What follows belongs to an exercise in optimizing a design on an open flow for small area, a short achievable clock period and few clock cycles; a production flow would make more cautious choices. The RTL was checked by simulation tests, not by an equivalence proof against the original design. No driver is modelled on the clock port, so clocking that relies on it looks cheaper here than on a real chip. Power is estimated from default activity; no workload was simulated.

## trial 20
==> flow/design.v <==
`timescale 1ns/1ps
`default_nettype none
module dsp_seg #(
    parameter int L = 1,
    parameter int W = 1
) (
    input  logic         clk,
    input  logic         en,
    input  logic         sel,
    input  logic [W-1:0] din,
    output logic [W-1:0] dout,
    output logic [W-1:0] last
);
    logic [W-1:0] st [L];
    always_ff @(posedge clk) begin
        if (en) begin
            st[0] <= din;
            for (int k = 1; k < L; k++) st[k] <= st[k-1];
        end
    end
    assign last = st[L-1];
    assign dout = sel ? st[L-1] : din;
endmodule
module dither_spi_top (
    input  logic SPI_CLK,
    input  logic rst,
    input  logic SPI_CS,
    input  logic SPI_MOSI,
    output logic SPI_MISO,
    output logic frame_ready
);
    localparam logic [1:0] ST_W = 2'd0, ST_H = 2'd1, ST_PIX = 2'd2, ST_OUT = 2'd3;
    logic       cs_q, mosi_q;
    logic [1:0] stg;
    logic [2:0] bc;           
    logic [6:0] sr;           
    logic [3:0] wd, hd;       
    logic [3:0] col, row;     
    logic       p1, p2, p3, p4, p5, p6, rdy, adv_q, fr, mo, nq, few;
    logic       fr_o, mo_o, fr_n, mo_n;    
    logic       f_lc, f_fc, f_lr, f_r0, f_last;    
    logic [7:0] pre;          
    logic [7:0] v;            
    logic [6:0] t1;           
    logic [3:0] t2;           
    logic [7:0] s0;           
    logic       w1, w2;       
    logic       wr_pend, wr_now, b1, b2, rbit;
    logic [7:0] wp, rp;       
    logic [1:0] fc;           
    logic       bit_take, byte_done, is_last, adv, start, bc7;
    logic [7:0] byte_in;
    assign bit_take  = !cs_q && (stg != ST_OUT);
    assign byte_done = bit_take && (bc == 3'd7);
    assign byte_in   = {sr, mosi_q};
    assign is_last   = f_last;
    assign bc7       = cs_q ? (bc == 3'd7) : (bc == 3'd6);
    assign adv       = fr && !SPI_CS && bc7;
    assign start     = ((stg == ST_PIX) && byte_done && is_last && !few) || (rdy && !wr_pend);
    always_ff @(posedge SPI_CLK) begin
        p1     <= (stg == ST_PIX) && byte_done;
        p2     <= p1;
        p3     <= p2;
        p4     <= p3;
        p5     <= p4;
        p6     <= p5;
        adv_q  <= adv;
        cs_q   <= SPI_CS;
        mosi_q <= SPI_MOSI;
        if (bit_take) sr <= byte_in[6:0];
    end
    always_ff @(posedge SPI_CLK or posedge rst) begin
        if (rst) begin
            stg   <= ST_W;
            bc    <= '0;
            rdy   <= 1'b0;
            fr    <= 1'b0;
        end else begin
            if (stg == ST_OUT && adv_q && !fr) bc <= '0;
            else if (stg != ST_OUT ? bit_take : (fr && !cs_q)) bc <= bc + 3'd1;
            if (p1 && stg == ST_OUT && few) rdy <= 1'b1;
            else if (!wr_pend) rdy <= 1'b0;
            fr    <= fr_n;
            case (stg)
                ST_W:   if (byte_done) stg <= ST_H;
                ST_H:   if (byte_done) stg <= ST_PIX;
                ST_PIX: if (byte_done && is_last) stg <= ST_OUT;
                default: if (adv_q && !fr) stg <= ST_W;
            endcase
        end
    end
    always_ff @(posedge SPI_CLK) begin
        case (stg)
            ST_W: if (byte_done) wd <= byte_in[3:0];
            ST_H: begin
                if (byte_done) hd <= byte_in[3:0];
                w1 <= (wd == 4'd1);
                w2 <= (wd == 4'd2);
            end
            default: ;
        endcase
        few <= ((wd == 4'd1) && (hd != 4'd0) && (hd <= 4'd7)) || ((wd == 4'd2) && (hd != 4'd0) && (hd <= 4'd3)) ||
               ((wd == 4'd3) && (hd != 4'd0) && (hd <= 4'd2)) || ((hd == 4'd1) && (wd != 4'd0) && (wd <= 4'd7));
        if (stg == ST_W || stg == ST_H || start) begin
            col <= 4'd1;
            row <= 4'd1;
        end else if ((p5 && stg == ST_PIX) || adv_q) begin
            if (col == wd) begin
                col <= 4'd1;
                row <= row + 4'd1;
            end else begin
                col <= col + 4'd1;
            end
        end
    end
    always_ff @(posedge SPI_CLK) begin
        f_lc   <= (col == wd);
        f_fc   <= (col == 4'd1);
        f_lr   <= (row == hd);
        f_r0   <= (row == 4'd1);
        f_last <= (col == wd) && (row == hd);
    end
    logic       n, ga, g3, g5, gf;
    logic [10:0] e7;
    logic [9:0]  e3;
    logic [10:0] e5;
    assign n  = v[7];
    assign ga = !f_lc;
    assign g5 = !f_lr;
    assign g3 = !f_lr && !f_fc;
    assign gf = !f_lr && !f_lc;
    assign e7 = {v, 3'b000} - {3'b000, v};
    assign e3 = {1'b0, v, 1'b0} + {2'b00, v};
    assign e5 = {1'b0, v, 2'b00} + {3'b000, v};
    logic [7:0]  lr [16];
    logic [3:0]  lwp, lrp;       
    logic        lw_pend, lr_pend, lw_now, lr_now, acc;
    logic [3:0]  rsel;           
    logic [7:0]  lb;
    assign lw_now = lw_pend && (lwp[1:0] == 2'd0);
    assign lr_now = |rsel;
    always_ff @(posedge SPI_CLK) begin
        for (int q = 0; q < 4; q++) begin
            lr[4*q] <= (lw_now && lwp[3:2] == q[1:0]) ? s0 : lr[(4*q+15) % 16];
            for (int k = 1; k < 4; k++) lr[4*q+k] <= lr[4*q+k-1];
        end
    end
    assign lb  = ({8{rsel[0]}} & lr[0]) | ({8{rsel[1]}} & lr[4]) | ({8{rsel[2]}} & lr[8]) |
                 ({8{rsel[3]}} & lr[12]) | ({8{p6 && w1}} & {1'b0, t1}) | ({8{p6 && w2}} & s0);
    assign acc = lr_now || (p6 && (w1 || w2));
    always_ff @(posedge SPI_CLK) begin
        if (stg == ST_W || stg == ST_H) begin
            lrp     <= 4'd2;
            lwp     <= wd;
            lw_pend <= 1'b0;
            lr_pend <= 1'b0;
            rsel    <= 4'd0;
        end else begin
            for (int j = 0; j < 4; j++)
                rsel[j] <= (p2 || lr_pend) && !w1 && !w2 && (lrp[1:0] == 2'd0) && (lrp[3:2] == j[1:0]);
            lwp <= lwp + (lw_now ? 4'd2 : 4'd1);
            lrp <= lrp + (lr_now ? 4'd2 : 4'd1);
            if (p3) lw_pend <= 1'b1;
            else if (lw_now) lw_pend <= 1'b0;
            if (p2) lr_pend <= 1'b1;
            else if (lr_now) lr_pend <= 1'b0;
        end
    end
    always_ff @(posedge SPI_CLK) begin
        if (stg == ST_W || stg == ST_H) begin
            pre <= '0;
            t2  <= '0;
        end else begin
            if (byte_done) v <= byte_in + pre;
            if (p1) begin
                v  <= v + {7'd0, n};    
                nq <= n;
            end
            if (p2) begin
                s0  <= g3 ? {2'b00, e3[9:4]} : 8'd0;
                pre <= ga ? {1'b0, e7[10:4]} : 8'd0;
            end
            if (p3) s0 <= s0 + {1'b0, t1};
            if (p4) t1 <= g5 ? e5[10:4] : 7'd0;
            if (p5) begin
                t1 <= t1 + {3'd0, t2};
                t2 <= gf ? v[7:4] : 4'd0;
            end
            if (acc && !(f_r0 && !f_lc)) pre <= pre + lb;
        end
    end
    logic [255:0] ring;
    logic [15:0]  wsel;
    logic         qa, qb, pa, pb;       
    logic [1:0]   cnt;                  
    logic         b3, fetch, rbit_i;
    always_comb begin
        wsel = '0;
        wsel[wp[7:4]] = wr_now;
    end
    always_ff @(posedge SPI_CLK) begin
        for (int q = 0; q < 16; q++) begin
            ring[16*q] <= wsel[q] ? qa : ring[(16*q+255) % 256];
            for (int k = 1; k < 16; k++) ring[16*q+k] <= ring[16*q+k-1];
        end
    end
    always_comb begin
        rbit = 1'b0;
        for (int j = 0; j < 16; j++) if (rp[7:4] == j[3:0]) rbit = ring[16*j];
    end
    assign fetch  = fr && (rp[3:0] == 4'd1) && ((cnt != 2'd3) || adv_q);
    assign wr_pend = pa;
    always_ff @(posedge SPI_CLK) begin
        logic       av, bv, ad, bd;
        logic [1:0] c;
        logic       e1, e2, e3;
        if (stg == ST_W || stg == ST_H) begin
            wp      <= 8'd0;
            rp      <= 8'd253;           
            pa      <= 1'b0;
            pb      <= 1'b0;
            wr_now  <= 1'b0;
            fc      <= 2'd0;
            cnt     <= 2'd2;
        end else begin
            av = wr_now ? pb : pa;
            ad = wr_now ? qb : qa;
            bv = wr_now ? 1'b0 : pb;
            bd = qb;
            if (p1) begin
                if (!av) begin av = 1'b1; ad = n; end
                else begin bv = 1'b1; bd = n; end
            end
            pa <= av; qa <= ad; pb <= bv; qb <= bd;
            wp <= wr_now ? wp : wp + 8'd1;
            wr_now <= av && (wr_now || (wp[3:0] == 4'd15));
            if (p1 && fc != 2'd3) fc <= fc + 2'd1;
            if (p1 && fc == 2'd1) b1 <= n;
            if (p1 && fc == 2'd2) b2 <= n;
            rp <= fetch ? rp : rp + 8'd1;
            if (fr) begin
                e1 = adv_q ? b2 : b1;
                e2 = adv_q ? b3 : b2;
                e3 = b3;
                c  = cnt - {1'b0, adv_q};
                if (fetch) begin
                    if (c == 2'd0) e1 = rbit;
                    else if (c == 2'd1) e2 = rbit;
                    else e3 = rbit;
                    c = c + 2'd1;
                end
                b1  <= e1;
                b2  <= e2;
                b3  <= e3;
                cnt <= c;
            end
        end
        mo   <= mo_n;
        mo_o <= (stg == ST_W || stg == ST_H) ? 1'b0 : mo_n;
        fr_o <= fr_n && !rst;
    end
    assign fr_n = start ? 1'b1 : (adv && is_last) ? 1'b0 : fr;
    assign mo_n = adv ? b1 : (p1 && fc == 2'd0 && stg != ST_W && stg != ST_H) ? n : mo;
    assign SPI_MISO    = mo_o;
    assign frame_ready = fr_o;
endmodule
`default_nettype wire
clock: 10.0 ns
lec_check: 0
cap_margin: 20
core_margin: 2
core_utilization: 65
cts_buf_list: sky130_fd_sc_hd__clkbuf_8
cts_cluster_diameter: 60
cts_cluster_size: 20
slew_margin: 20
synth_memory_max_bits: 4096
standard.sh (not shown) runs the stock make flow with config.mk's settings and CLKGATE_MAP_FILE= SYNTH_SCRIPT=/design/flow/synth_recipe.tcl, a recipe that flattens the netlist after the stock synthesis.
==> flow/flow/run.sh <==
#!/bin/bash
set -euo pipefail
VARS=(SETUP_SLACK_MARGIN=7 TNS_END_PERCENT=0
      BUFFER_PORTS_ARGS="-buffer_cell sky130_fd_sc_hd__buf_4"
      CTS_ARGS="-sink_clustering_enable -repair_clock_nets -buf_list sky130_fd_sc_hd__clkbuf_16 -sink_clustering_size 30 -sink_clustering_max_diameter 80 -root_buf sky130_fd_sc_hd__clkbuf_16")
bash standard.sh "${VARS[@]}" cts > standard_cts.log 2>&1
ODB=orfs/results/sky130hd/dither_spi_top/base/4_cts.odb openroad -exit flow/unroot.tcl > unroot.log 2>&1
ODB=orfs/results/sky130hd/dither_spi_top/base/4_cts.odb openroad -exit flow/split.tcl > split.log 2>&1
bash standard.sh "${VARS[@]}" finish > standard.log 2>&1
==> flow/flow/split.tcl <==
read_db $::env(ODB)
set block [ord::get_db_block]
set port_net [$block findNet SPI_CLK]
set master [[ord::get_db] findMaster sky130_fd_sc_hd__clkbuf_16]
set firsts {}
foreach it [$port_net getITerms] { lappend firsts [$it getInst] }
if {[llength $firsts] != 2} {
  puts "split: port drives [llength $firsts] pins, layout left as it is"
  exit 0
}
set n 0
foreach b $firsts {
  set out [[$b findITerm X] getNet]
  set loads {}
  foreach it [$out getITerms] {
    if {[[$it getInst] getName] ne [$b getName]} { lappend loads $it }
  }
  if {[llength $loads] < 4} { continue }
  # split along the wider side of the loads' spread
  set xs {}; set ys {}
  foreach it $loads { lassign [[$it getInst] getLocation] x y; lappend xs $x; lappend ys $y }
  set dx [expr {[tcl::mathfunc::max {*}$xs] - [tcl::mathfunc::min {*}$xs]}]
  set dy [expr {[tcl::mathfunc::max {*}$ys] - [tcl::mathfunc::min {*}$ys]}]
  set keyed {}
  foreach it $loads x $xs y $ys { lappend keyed [list [expr {$dx >= $dy ? $x : $y}] $it $x $y] }
  set keyed [lsort -integer -index 0 $keyed]
  set half [expr {[llength $keyed] / 2}]
  set grp1 [lrange $keyed 0 [expr {$half - 1}]]
  set grp2 [lrange $keyed $half end]
  incr n
  set nn [odb::dbNet_create $block "clknet_split_$n"]
  $nn setSigType CLOCK
  set c [odb::dbInst_create $block $master "clkbuf_split_$n"]
  set sx 0; set sy 0
  foreach k $grp2 { set sx [expr {$sx + [lindex $k 2]}]; set sy [expr {$sy + [lindex $k 3]}] }
  $c setLocation [expr {$sx / [llength $grp2]}] [expr {$sy / [llength $grp2]}]
  $c setPlacementStatus PLACED
  [$c findITerm A] connect $port_net
  [$c findITerm X] connect $nn
  foreach k $grp2 { set it [lindex $k 1]; $it disconnect; $it connect $nn }
  # the original moves to the centre of the half it keeps
  set sx 0; set sy 0
  foreach k $grp1 { set sx [expr {$sx + [lindex $k 2]}]; set sy [expr {$sy + [lindex $k 3]}] }
  $b setLocation [expr {$sx / [llength $grp1]}] [expr {$sy / [llength $grp1]}]
  puts "split: [$b getName] keeps [llength $grp1] loads, clkbuf_split_$n takes [llength $grp2]"
}
global_connect
detailed_placement
check_placement
puts "split: port net now has [llength [$port_net getITerms]] pins"
write_db $::env(ODB)
Other scripts of this flow, unchanged in this note and not shown: flow/flow/unroot.tcl
Trial 20 | status: complete | timing, DRC, antenna: pass
Testbench counts of trial 20, summed over its fixed seeds: cycles 219,664.
#### Input delta (build 35 over trial 20)
--- a/flow/flow/run.sh
+++ b/flow/flow/run.sh
@@ -6,4 +6,3 @@
 bash standard.sh "${VARS[@]}" cts > standard_cts.log 2>&1
 ODB=orfs/results/sky130hd/dither_spi_top/base/4_cts.odb openroad -exit flow/unroot.tcl > unroot.log 2>&1
-ODB=orfs/results/sky130hd/dither_spi_top/base/4_cts.odb openroad -exit flow/split.tcl > split.log 2>&1
 bash standard.sh "${VARS[@]}" finish > standard.log 2>&1
removed: flow/flow/split.tcl
--- outcome ---
Taking trial 20 as the reference, in build 35 setup slack after layout has decreased; post-route minimum period has increased; net switching power figure has increased; number of buffers on the longest clock path has remained practically unchanged. Between trial 20 and build 35, the routed wire length figures differ only marginally. Post-route standard cell area excluding fillers of trial 20 is on par with build 35. Compared with trial 20, build 35 shows a maximum frequency that is 0.0071 GHz lower. Between trial 20 and build 35, the difference in routed metal-1 wirelength is negligible. On met3 track demand over resource, build 35 tracks trial 20 almost exactly. Compared with trial 20, in build 35 power in the clock group has remained practically unchanged; wire length on met2 stayed essentially flat.

========
// dither_spi_top: RTL as listed in full above, without the edits since
Settings: LEC_CHECK=0, ABC_AREA=1, CAP_MARGIN=20, CORE_MARGIN=2, CORE_UTILIZATION=65, SLEW_MARGIN=20, SYNTH_MEMORY_MAX_BITS=4096; clock period 10.0 ns.
==> flow/flow/run.sh <==
#!/bin/bash
bash standard.sh SETUP_SLACK_MARGIN=7 TNS_END_PERCENT=0 \
    BUFFER_PORTS_ARGS="-buffer_cell sky130_fd_sc_hd__buf_4" \
    CTS_ARGS="-sink_clustering_enable -repair_clock_nets -buf_list sky130_fd_sc_hd__clkbuf_16 -sink_clustering_size 30 -sink_clustering_max_diameter 80 -root_buf sky130_fd_sc_hd__clkbuf_16" \
    finish > standard.log 2>&1
Testbench counts at the start, summed over its fixed seeds: cycles 219,664.
Rerun with:
- ABC_AREA: 1 -> unset
- CTS_BUF_LIST: unset -> sky130_fd_sc_hd__clkbuf_8
- CTS_CLUSTER_DIAMETER: unset -> 60
- CTS_CLUSTER_SIZE: unset -> 20
What happened: Routed wire length is lower by 6.8%. Via count falls by 14%. Worst setup slack improves by 0.0033 ns. Worst hold slack gets worse by 0.0044 ns. Design area is lower by 1.9%.

========
the reference run:
RTL: the design.v shown in full above, as it stands there.
clock: 10.0 ns
lec_check: 0
cap_margin: 20
core_margin: 2
core_utilization: 65
cts_buf_list: sky130_fd_sc_hd__clkbuf_8
cts_cluster_diameter: 60
cts_cluster_size: 20
slew_margin: 20
synth_memory_max_bits: 4096
==> flow/flow/run.sh <==
#!/bin/bash
set -euo pipefail
VARS=(SETUP_SLACK_MARGIN=7 TNS_END_PERCENT=0
      BUFFER_PORTS_ARGS="-buffer_cell sky130_fd_sc_hd__buf_4"
      CTS_ARGS="-sink_clustering_enable -repair_clock_nets -buf_list sky130_fd_sc_hd__clkbuf_8 -sink_clustering_size 20 -sink_clustering_max_diameter 60 -root_buf sky130_fd_sc_hd__clkbuf_16")
bash standard.sh "${VARS[@]}" cts > standard_cts.log 2>&1
ODB=orfs/results/sky130hd/dither_spi_top/base/4_cts.odb openroad -exit flow/unroot.tcl > unroot.log 2>&1
ODB=orfs/results/sky130hd/dither_spi_top/base/4_cts.odb openroad -exit flow/split.tcl > split.log 2>&1
bash standard.sh "${VARS[@]}" finish > standard.log 2>&1
Other scripts of this flow, unchanged in this note and not shown: flow/flow/split.tcl, flow/flow/unroot.tcl
Testbench counts of the reference run, summed over its fixed seeds: cycles 219,664.
The inputs of the trial run differ from those of the reference run as listed below.
diff --git a/flow/flow/run.sh b/flow/flow/run.sh
--- a/flow/flow/run.sh
+++ b/flow/flow/run.sh
@@ -5 +5 @@
-      CTS_ARGS="-sink_clustering_enable -repair_clock_nets -buf_list sky130_fd_sc_hd__clkbuf_8 -sink_clustering_size 20 -sink_clustering_max_diameter 60 -root_buf sky130_fd_sc_hd__clkbuf_16")
+      CTS_ARGS="-sink_clustering_enable -repair_clock_nets -buf_list sky130_fd_sc_hd__clkbuf_16 -sink_clustering_size 24 -sink_clustering_max_diameter 100 -root_buf sky130_fd_sc_hd__clkbuf_16")
### Flow results
Diff the reference run..the trial run | final weighted congestion in routability-driven placement | unchanged. Standby leakage power for the trial run is higher than for the reference run. Non-clock buffer total of the final layout is higher on the trial run. The trial run packs its core tighter than the reference run. Post-synthesis adder-cell area fraction delta (the trial run -> the reference run): insignificant.

-- afterwards: timing with drivers on the ports --
Ports are ideal in the flow. The routed layouts listed here were re-timed in OpenROAD. Step 1 sets driving cells, clkbuf_16 on the clock port and buf_2 on the other inputs (assumed; they add their load-dependent delay and slew). Step 2 times the ports against the registers' clock, not the clock port: input delays grow and output delays shrink by t, the midpoint of the rising clock arrivals with the driver on. Slacks: no drivers / after step 1 / after step 2; pairs: no drivers / after step 1.
run | shift t [ns] | slack for setup (ns) | worst setup path at the end | worst slew at a driven data input, ns
trial 20 | 0.435 | 7.198 / 7.101 / 6.986 | input to register | 0.03
build 35 | 0.474 | 7.141 / 7.077 / 6.963 | input to register | 0.03
the first run of note 2 | 0.585 | 7.011 / 6.964 / 6.975 | input to register | 0.03
the second run of note 2 | 0.587 | 7.014 / 6.965 / 6.970 | input to register | 0.03
the reference run | 0.440 | 7.198 / 7.100 / 6.964 | input to register | 0.03
the trial run | 0.445 | 7.213 / 7.113 / 6.969 | input to register | 0.03
After both steps every run listed still meets setup and hold. For the trial run, which loses most, drivers alone change the setup slack by -0.100 ns; drivers and shift together by -0.244 ns.
